Context: an optimization exercise on an open-source flow, tuned for small area and a short achievable clock period. The choices shown serve that exercise and are no tape-out recipe.
Where RTL was checked, it was by simulation tests only, not by an equivalence proof against the original.

==> job 8519: inputs <==
==> flow/design.v <==
`default_nettype none
package cpu_pkg;
	localparam int word_width = 16;
	localparam int reg_count = 4;
	localparam int reg_addr_width = 2;
	localparam int dmem_depth = 16;
	localparam int dmem_addr_width = 4;
	localparam logic [3:0] op_adi = 4'd4;
	localparam logic [3:0] op_ori = 4'd5;
	localparam logic [3:0] op_lhi = 4'd6;
	localparam logic [3:0] op_lwd = 4'd7;
	localparam logic [3:0] op_swd = 4'd8;
	localparam logic [3:0] op_rtype = 4'd15;
	localparam logic [5:0] fn_add = 6'd0;
	localparam logic [5:0] fn_sub = 6'd1;
	localparam logic [5:0] fn_and = 6'd2;
	localparam logic [5:0] fn_orr = 6'd3;
	localparam logic [5:0] fn_not = 6'd4;
	localparam logic [5:0] fn_tcp = 6'd5;
	localparam logic [5:0] fn_shl = 6'd6;
	localparam logic [5:0] fn_shr = 6'd7;
	localparam logic [5:0] fn_wwd = 6'd28;
	localparam logic [5:0] fn_hlt = 6'd29;
	typedef struct packed {
		logic inv;
		logic imm_lo;
		logic imm_sx;
		logic imm_hi;
		logic s_sum;
		logic s_or;
		logic s_and;
		logic s_shr;
		logic s_mem;
		logic wr;
		logic sw;
		logic wwd;
		logic hlt;
	} ctrl_t;
endpackage
`default_nettype wire
`default_nettype none
module control (
	input  logic              [15:0] inst,
	input  logic                     ex_wr,
	input  logic              [1:0]  ex_dest,
	output cpu_pkg::ctrl_t           ctrl,
	output logic              [1:0]  dest,
	output logic              [3:0]  rs_oh,
	output logic              [3:0]  rt_oh,
	output logic                     fwd_a,
	output logic                     fwd_b
);
	logic [1:0] rs;
	logic [1:0] rt;
	logic       a_use;
	logic       b_use;
	logic [1:0] b_reg;
	logic       a_hit;
	logic       b_hit;
	assign rs = inst[11:10];
	assign rt = inst[9:8];
	always_comb begin
		ctrl = '0;
		a_use = 1'b1;
		b_use = 1'b0;
		b_reg = rt;
		case (inst[15:12])
			cpu_pkg::op_adi: begin
				ctrl.imm_lo = 1'b1;
				ctrl.imm_sx = 1'b1;
				ctrl.s_sum = 1'b1;
				ctrl.wr = 1'b1;
			end
			cpu_pkg::op_ori: begin
				ctrl.imm_lo = 1'b1;
				ctrl.s_or = 1'b1;
				ctrl.wr = 1'b1;
			end
			cpu_pkg::op_lhi: begin
				ctrl.imm_hi = 1'b1;
				ctrl.s_sum = 1'b1;
				ctrl.wr = 1'b1;
				a_use = 1'b0;
			end
			cpu_pkg::op_lwd: begin
				ctrl.s_mem = 1'b1;
				ctrl.wr = 1'b1;
			end
			cpu_pkg::op_swd: begin
				ctrl.sw = 1'b1;
				b_use = 1'b1;
			end
			cpu_pkg::op_rtype: begin
				b_use = 1'b1;
				ctrl.wr = 1'b1;
				case (inst[5:0])
					cpu_pkg::fn_add: ctrl.s_sum = 1'b1;
					cpu_pkg::fn_sub: begin
						ctrl.inv = 1'b1;
						ctrl.s_sum = 1'b1;
					end
					cpu_pkg::fn_and: ctrl.s_and = 1'b1;
					cpu_pkg::fn_orr: ctrl.s_or = 1'b1;
					cpu_pkg::fn_not: begin
						ctrl.inv = 1'b1;
						ctrl.s_or = 1'b1;
						a_use = 1'b0;
						b_reg = rs;
					end
					cpu_pkg::fn_tcp: begin
						ctrl.inv = 1'b1;
						ctrl.s_sum = 1'b1;
						a_use = 1'b0;
						b_reg = rs;
					end
					cpu_pkg::fn_shl: begin
						ctrl.s_sum = 1'b1;
						b_reg = rs;
					end
					cpu_pkg::fn_shr: ctrl.s_shr = 1'b1;
					cpu_pkg::fn_wwd: begin
						ctrl.wr = 1'b0;
						ctrl.wwd = 1'b1;
						ctrl.s_sum = 1'b1;
						b_use = 1'b0;
					end
					cpu_pkg::fn_hlt: begin
						ctrl.wr = 1'b0;
						ctrl.hlt = 1'b1;
						a_use = 1'b0;
						b_use = 1'b0;
					end
					default: begin
						ctrl.wr = 1'b0;
						a_use = 1'b0;
						b_use = 1'b0;
					end
				endcase
			end
			default: begin
				a_use = 1'b0;
			end
		endcase
	end
	assign a_hit = ex_wr && ex_dest == rs;
	assign b_hit = ex_wr && ex_dest == b_reg;
	assign fwd_a = a_use && a_hit;
	assign fwd_b = b_use && b_hit;
	assign rs_oh = (a_use && !a_hit) ? (4'b0001 << rs) : 4'b0000;
	assign rt_oh = (b_use && !b_hit) ? (4'b0001 << b_reg) : 4'b0000;
	assign dest = (inst[15:12] == cpu_pkg::op_rtype) ? inst[7:6] : inst[9:8];
endmodule
`default_nettype wire
`default_nettype none
module reg_file (
	input  logic        clk,
	input  logic        rst,
	input  logic [3:0]  rs_oh,
	input  logic [3:0]  rt_oh,
	input  logic        fwd_a,
	input  logic        fwd_b,
	input  logic [15:0] imm,
	input  logic [1:0]  dec_rs,
	input  logic [3:0]  dec_off,
	output logic [3:0]  dec_addr,
	output logic [15:0] rs_data,
	output logic [15:0] rt_data,
	input  logic        we,
	input  logic [1:0]  wr_addr,
	input  logic [15:0] wr_data
);
	logic [15:0] regs [4];
	always_ff @(posedge clk) begin
		for (int i = 0; i < 4; i++) begin
			if (rst || (we && wr_addr == 2'(i))) begin
				regs[i] <= rst ? '0 : wr_data;
			end
		end
	end
	logic [3:0] dec_rs_low;
	assign dec_rs_low = (we && wr_addr == dec_rs) ? wr_data[3:0] : regs[dec_rs][3:0];
	assign dec_addr = dec_rs_low + dec_off;
	always_comb begin
		rs_data = {16{fwd_a}} & wr_data;
		rt_data = ({16{fwd_b}} & wr_data) | imm;
		for (int i = 0; i < 4; i++) begin
			rs_data = rs_data | ({16{rs_oh[i]}} & regs[i]);
			rt_data = rt_data | ({16{rt_oh[i]}} & regs[i]);
		end
	end
endmodule
`default_nettype wire
`default_nettype none
module id_ex_reg (
	input  logic                     clk,
	input  logic                     rst,
	input  logic                     inst_valid,
	input  logic              [15:0] inst,
	input  cpu_pkg::ctrl_t           dec_ctrl,
	input  logic              [1:0]  dec_dest,
	input  logic              [3:0]  dec_rs_oh,
	input  logic              [3:0]  dec_rt_oh,
	input  logic                     dec_fwd_a,
	input  logic                     dec_fwd_b,
	input  logic              [3:0]  dec_addr,
	output cpu_pkg::ctrl_t           ex_ctrl,
	output logic              [3:0]  ex_rs_oh,
	output logic              [3:0]  ex_rt_oh,
	output logic                     ex_fwd_a,
	output logic                     ex_fwd_b,
	output logic              [1:0]  ex_dest,
	output logic              [7:0]  ex_imm8,
	output logic              [3:0]  ex_addr
);
	always_ff @(posedge clk) begin
		if (rst || !inst_valid) begin
			ex_ctrl <= '0;
		end else begin
			ex_ctrl <= dec_ctrl;
		end
	end
	always_ff @(posedge clk) begin
		ex_rs_oh <= dec_rs_oh;
		ex_rt_oh <= dec_rt_oh;
		ex_fwd_a <= dec_fwd_a;
		ex_fwd_b <= dec_fwd_b;
		ex_dest <= dec_dest;
		ex_imm8 <= inst[7:0];
		ex_addr <= dec_addr;
	end
endmodule
`default_nettype wire
`default_nettype none
module execute_stage (
	input  logic                     clk,
	input  logic                     rst,
	input  cpu_pkg::ctrl_t           ex_ctrl,
	input  logic              [1:0]  ex_dest,
	input  logic              [7:0]  ex_imm8,
	input  logic              [15:0] a,
	input  logic              [15:0] b,
	input  logic                     fwd_a,
	input  logic              [3:0]  ex_addr,
	output logic              [15:0] imm,
	output logic                     ex_wr,
	output logic                     wb_valid,
	output logic              [1:0]  wb_reg,
	output logic              [15:0] wb_data,
	output logic                     out_valid,
	output logic              [15:0] out_data,
	output logic                     halted
);
	logic        halted_q;
	logic        wb_valid_q;
	logic        out_valid_q;
	logic [1:0]  wb_reg_q;
	logic [15:0] wb_data_q;
	logic        live;
	logic [15:0] bx;
	logic [16:0] sum_c;
	logic [15:0] sum;
	logic [3:0]  mem_addr;
	logic [15:0] mem_rdata;
	logic [15:0] result;
	logic [15:0] dmem [16];
	assign live = !halted_q;
	assign imm[7:0] = ex_ctrl.imm_lo ? ex_imm8 : 8'd0;
	assign imm[15:8] = ex_ctrl.imm_hi ? ex_imm8 : {8{ex_ctrl.imm_sx && ex_imm8[7]}};
	assign bx = ex_ctrl.inv ? ~b : b;
	assign sum_c = {a, 1'b1} + {bx, ex_ctrl.inv};
	assign sum = sum_c[16:1];
	assign mem_addr = fwd_a ? (wb_data_q[3:0] + ex_imm8[3:0]) : ex_addr;
	assign mem_rdata = dmem[mem_addr];
	assign result = ({16{ex_ctrl.s_sum}} & sum) |
		({16{ex_ctrl.s_or}} & (a | bx)) |
		({16{ex_ctrl.s_and}} & (a & b)) |
		({16{ex_ctrl.s_shr}} & {a[15], a[15:1]}) |
		({16{ex_ctrl.s_mem}} & mem_rdata);
	assign ex_wr = live && ex_ctrl.wr;
	always_ff @(posedge clk) begin
		for (int i = 0; i < 16; i++) begin
			if (rst || (live && ex_ctrl.sw && mem_addr == 4'(i))) begin
				dmem[i] <= rst ? '0 : b;
			end
		end
	end
	always_ff @(posedge clk) begin
		if (rst) begin
			wb_valid_q <= 1'b0;
			out_valid_q <= 1'b0;
			halted_q <= 1'b0;
		end else begin
			wb_valid_q <= ex_wr;
			out_valid_q <= live && ex_ctrl.wwd;
			halted_q <= halted_q || (live && ex_ctrl.hlt);
		end
	end
	always_ff @(posedge clk) begin
		wb_reg_q <= ex_dest;
		wb_data_q <= result;
	end
	assign wb_valid = wb_valid_q;
	assign wb_reg = wb_reg_q;
	assign wb_data = wb_data_q;
	assign out_valid = out_valid_q;
	assign out_data = wb_data_q;
	assign halted = halted_q;
endmodule
`default_nettype wire
`default_nettype none
module cpu_top (
	input  logic                               clk,
	input  logic                               rst,
	input  logic                               inst_valid,
	input  logic [cpu_pkg::word_width-1:0]     inst,
	output logic                               wb_valid,
	output logic [cpu_pkg::reg_addr_width-1:0] wb_reg,
	output logic [cpu_pkg::word_width-1:0]     wb_data,
	output logic                               out_valid,
	output logic [cpu_pkg::word_width-1:0]     out_data,
	output logic                               halted
);
	cpu_pkg::ctrl_t dec_ctrl;
	logic [1:0]  dec_dest;
	cpu_pkg::ctrl_t ex_ctrl;
	logic [3:0]  ex_rs_oh;
	logic [3:0]  ex_rt_oh;
	logic [1:0]  ex_dest;
	logic [7:0]  ex_imm8;
	logic [15:0] a;
	logic [15:0] b;
	logic        ex_wr;
	logic [3:0]  dec_addr;
	logic [3:0]  ex_addr;
	logic        dec_fwd_a;
	logic        dec_fwd_b;
	logic        ex_fwd_a;
	logic        ex_fwd_b;
	logic [15:0] imm;
	logic [3:0]  dec_rs_oh;
	logic [3:0]  dec_rt_oh;
	control u_control (
		.inst (inst),
		.ex_wr (ex_wr),
		.ex_dest (ex_dest),
		.fwd_a (dec_fwd_a),
		.fwd_b (dec_fwd_b),
		.ctrl (dec_ctrl),
		.dest (dec_dest),
		.rs_oh (dec_rs_oh),
		.rt_oh (dec_rt_oh)
	);
	id_ex_reg u_id_ex_reg (
		.clk        (clk),
		.rst        (rst),
		.inst_valid (inst_valid),
		.inst       (inst),
		.dec_ctrl   (dec_ctrl),
		.dec_dest   (dec_dest),
		.dec_rs_oh  (dec_rs_oh),
		.dec_rt_oh  (dec_rt_oh),
		.dec_fwd_a  (dec_fwd_a),
		.dec_fwd_b  (dec_fwd_b),
		.dec_addr   (dec_addr),
		.ex_addr    (ex_addr),
		.ex_fwd_a   (ex_fwd_a),
		.ex_fwd_b   (ex_fwd_b),
		.ex_ctrl    (ex_ctrl),
		.ex_rs_oh   (ex_rs_oh),
		.ex_rt_oh   (ex_rt_oh),
		.ex_dest    (ex_dest),
		.ex_imm8    (ex_imm8)
	);
	reg_file u_reg_file (
		.clk     (clk),
		.rst     (rst),
		.rs_oh   (ex_rs_oh),
		.rt_oh   (ex_rt_oh),
		.imm     (imm),
		.dec_rs  (inst[11:10]),
		.dec_off (inst[3:0]),
		.dec_addr (dec_addr),
		.fwd_a   (ex_fwd_a),
		.fwd_b   (ex_fwd_b),
		.rs_data (a),
		.rt_data (b),
		.we      (wb_valid),
		.wr_addr (wb_reg),
		.wr_data (wb_data)
	);
	execute_stage u_execute_stage (
		.clk       (clk),
		.rst       (rst),
		.ex_ctrl   (ex_ctrl),
		.ex_dest   (ex_dest),
		.ex_imm8   (ex_imm8),
		.a         (a),
		.b         (b),
		.fwd_a     (ex_fwd_a),
		.ex_addr   (ex_addr),
		.imm       (imm),
		.ex_wr     (ex_wr),
		.wb_valid  (wb_valid),
		.wb_reg    (wb_reg),
		.wb_data   (wb_data),
		.out_valid (out_valid),
		.out_data  (out_data),
		.halted    (halted)
	);
endmodule
`default_nettype wire
==> flow/flow/run.sh <==
#!/bin/bash
export CUSTOM_ABC_SCRIPT=$PWD/flow/abc.script
bash standard.sh ADDER_MAP_FILE= "BUFFER_PORTS_ARGS=-buffer_cell sky130_fd_sc_hd__buf_4" SYNTH_SCRIPT=$PWD/flow/synth_custom.tcl finish > standard.log 2>&1
==> flow/flow/abc.script <==
&get -n
&st
&dch
&nf -R 20
&put
buffer -c
topo
stime -c
upsize -c
dnsize -c
==> flow/flow/synth_custom.tcl <==
# The standard synthesis script (synth_recipe.tcl), with one change:
# the ABC mapping step uses flow/abc.script in place of ORFS's speed script.
# Registers are mapped before ABC runs, so they are the same as the
# standard synthesis's.
proc synth {args} { yosys synth -nofsm -noshare {*}$args }
proc abc {args} {
  set i [lsearch -exact $args -script]
  if {$i >= 0} { lset args [expr {$i + 1}] $::env(CUSTOM_ABC_SCRIPT) }
  yosys abc {*}$args
}
source $::env(SCRIPTS_DIR)/synth.tcl
# left out here: clear keep_hierarchy, flatten, clean up, hide names made inside functions, write 1_2_yosys.v
==> flow/standard.sh <==
#!/bin/bash
# synth_recipe.tcl (not shown) runs the flow's synth.tcl, then flattens the netlist and writes it again
# the make line also repeats each setting of config.mk as NAME=value (left out here)
make -C /OpenROAD-flow-scripts/flow DESIGN_CONFIG=/design/flow/config.mk WORK_HOME=/design/flow/orfs CLKGATE_MAP_FILE= SYNTH_SCRIPT=/design/flow/synth_recipe.tcl "${@:-finish}"
==> flow/config.mk <==
export PLATFORM = sky130hd
export DESIGN_NAME = cpu_top
export DESIGN_NICKNAME = cpu_top
export VERILOG_FILES = /design/flow/design.v
export SDC_FILE = /design/flow/constraint.sdc
export NUM_CORES = 4
export LEC_CHECK = 0
export CAP_MARGIN = 20
export CORE_MARGIN = 2
export CORE_UTILIZATION = 65
export CTS_BUF_LIST = sky130_fd_sc_hd__clkbuf_4 sky130_fd_sc_hd__clkbuf_8
export PLACE_DENSITY = 0.75
export SETUP_SLACK_MARGIN = 2.2
export SLEW_MARGIN = 20
==> flow/constraint.sdc <==
create_clock -name core_clock -period 5.5 [get_ports {clk}]
set_input_delay 1.1000 -clock core_clock [delete_from_list [all_inputs] [get_ports {clk}]]
set_output_delay 1.1000 -clock core_clock [all_outputs]
set_load 0.01 [all_outputs]
==> inputs of job 8795, as changes to job 8519 <==
==> flow/flow/run.sh (replaced) <==
#!/bin/bash
bash standard.sh ADDER_MAP_FILE= "BUFFER_PORTS_ARGS=-buffer_cell sky130_fd_sc_hd__buf_4" finish > standard.log 2>&1
Settings changed: CORE_UTILIZATION 65 to 40, PLACE_DENSITY 0.75 to not set.
removed: flow/flow/abc.script
removed: flow/flow/synth_custom.tcl
==> inputs of job 1804, as changes to job 8519 <==
--- a/flow/design.v
+++ b/flow/design.v
@@ -162,7 +162,6 @@
 	input  logic [15:0] imm,
-	input  logic [1:0]  dec_rs,
-	input  logic [3:0]  dec_off,
-	output logic [3:0]  dec_addr,
+	input  logic [3:0]  off,
 	output logic [15:0] rs_data,
 	output logic [15:0] rt_data,
+	output logic [3:0]  addr,
 	input  logic        we,
@@ -179,5 +178,12 @@
 	end
-	logic [3:0] dec_rs_low;
-	assign dec_rs_low = (we && wr_addr == dec_rs) ? wr_data[3:0] : regs[dec_rs][3:0];
-	assign dec_addr = dec_rs_low + dec_off;
+	logic [3:0] cand [4];
+	logic [3:0] cand_fwd;
+	assign cand_fwd = wr_data[3:0] + off;
+	always_comb begin
+		addr = {4{fwd_a}} & cand_fwd;
+		for (int i = 0; i < 4; i++) begin
+			cand[i] = regs[i][3:0] + off;
+			addr = addr | ({4{rs_oh[i]}} & cand[i]);
+		end
+	end
 	always_comb begin
@@ -204,3 +210,2 @@
 	input  logic                     dec_fwd_b,
-	input  logic              [3:0]  dec_addr,
 	output cpu_pkg::ctrl_t           ex_ctrl,
@@ -211,4 +216,3 @@
 	output logic              [1:0]  ex_dest,
-	output logic              [7:0]  ex_imm8,
-	output logic              [3:0]  ex_addr
+	output logic              [7:0]  ex_imm8
 );
@@ -228,3 +232,2 @@
 		ex_imm8 <= inst[7:0];
-		ex_addr <= dec_addr;
 	end
@@ -241,4 +244,3 @@
 	input  logic              [15:0] b,
-	input  logic                     fwd_a,
-	input  logic              [3:0]  ex_addr,
+	input  logic              [3:0]  mem_addr,
 	output logic              [15:0] imm,
@@ -261,3 +263,2 @@
 	logic [15:0] sum;
-	logic [3:0]  mem_addr;
 	logic [15:0] mem_rdata;
@@ -271,3 +272,2 @@
 	assign sum = sum_c[16:1];
-	assign mem_addr = fwd_a ? (wb_data_q[3:0] + ex_imm8[3:0]) : ex_addr;
 	assign mem_rdata = dmem[mem_addr];
@@ -332,4 +332,3 @@
 	logic        ex_wr;
-	logic [3:0]  dec_addr;
-	logic [3:0]  ex_addr;
+	logic [3:0]  mem_addr;
 	logic        dec_fwd_a;
@@ -363,4 +362,2 @@
 		.dec_fwd_b  (dec_fwd_b),
-		.dec_addr   (dec_addr),
-		.ex_addr    (ex_addr),
 		.ex_fwd_a   (ex_fwd_a),
@@ -379,5 +376,4 @@
 		.imm     (imm),
-		.dec_rs  (inst[11:10]),
-		.dec_off (inst[3:0]),
-		.dec_addr (dec_addr),
+		.off     (ex_imm8[3:0]),
+		.addr    (mem_addr),
 		.fwd_a   (ex_fwd_a),
@@ -398,4 +394,3 @@
 		.b         (b),
-		.fwd_a     (ex_fwd_a),
-		.ex_addr   (ex_addr),
+		.mem_addr  (mem_addr),
 		.imm       (imm),
==> flow/flow/run.sh (replaced) <==
#!/bin/bash
bash standard.sh ADDER_MAP_FILE= "BUFFER_PORTS_ARGS=-buffer_cell sky130_fd_sc_hd__buf_4" finish > standard.log 2>&1
Settings changed: CORE_UTILIZATION 65 to 40, CTS_BUF_LIST sky130_fd_sc_hd__clkbuf_4 sky130_fd_sc_hd__clkbuf_8 to not set, PLACE_DENSITY 0.75 to not set.
removed: flow/flow/abc.script
removed: flow/flow/synth_custom.tcl
==> impl_metrics.tcl <==
set metrics [dict create \
    final.setup.worst_slack_ns 2.14 \
    multi_input_comb_area_mm2 0.00636 \
    netSwitchingPower_w 0.00161 \
    status "no timing/DRC/antenna violations" \
    final-nonclk-buf-share 0.0708 \
    crit_arrival_ns 3.77 \
    start_util 0.404 \
    wl_met2_um 25400 \
]
(the above is from job 1804)
==> impl_metrics.tcl <==
set metrics [dict create \
    wl_met2_um 18100 \
    layout.area.seq_mm2 0.0108 \
    synthesized_area_fraction_occupied_by_and_or_nand_nor_cells 0.0981 \
    clock_tree_area_fraction 0.0631 \
    tns_ns 0 \
    timing.critical_path.depth 13 \
    floorplan.rows 57 \
    final.setup.worst_slack_ns 2.26 \
    start_util 0.654 \
    crit_arrival_ns 3.72 \
    final-nonclk-buf-share 0.0358 \
    netSwitchingPower_w 0.00147 \
    grt-busiest-layer "met1" \
    status "no timing/DRC/antenna violations" \
]
(the above is from job 8519)
==> impl_metrics.tcl <==
set metrics [dict create \
    final-nonclk-buf-share 0.0420 \
    multi_input_area_share 0.318 \
    crit_path_start_kind "register" \
    crit_arrival_ns 3.55 \
    wl_met2_um 26700 \
    netSwitchingPower_w 0.00183 \
    start_util 0.404 \
    status "no timing/DRC/antenna violations" \
]
(the above is from job 8795)
Only the layout flow was run in job 1804; the RTL was not checked for function there.

separate check: timing with driven ports:
The flow's constraints put no driver on any port. The routed layouts listed below were extracted and timed again, unchanged, in two steps. Step 1 assumes that a clkbuf_16 drives the clock port and a buf_2 every other input. Step 2, shift: input delay + t, output delay - t, t = (earliest + latest rising clock arrival at the registers) / 2. This alone moves slack from input paths to output paths. Slacks: ideal ports / drivers / drivers and shift; pairs: ideal ports / drivers.
| run | t, ns | setup slack, ns | worst data-port slew with drivers (ns) |
|---|---|---|---|
| job 8519 | 0.644 | 2.260 / 2.260 / 2.174 | 0.03 |
| job 8795 | 0.700 | 2.211 / 2.211 / 2.185 | 0.04 |
| job 1804 | 0.599 | 2.136 / 2.136 / 2.136 | 0.05 |
After both steps setup and hold are still met in every run listed. The setup slack of job 8519, which loses most, moves by 0.000 ns with the drivers and by -0.086 ns with both steps.
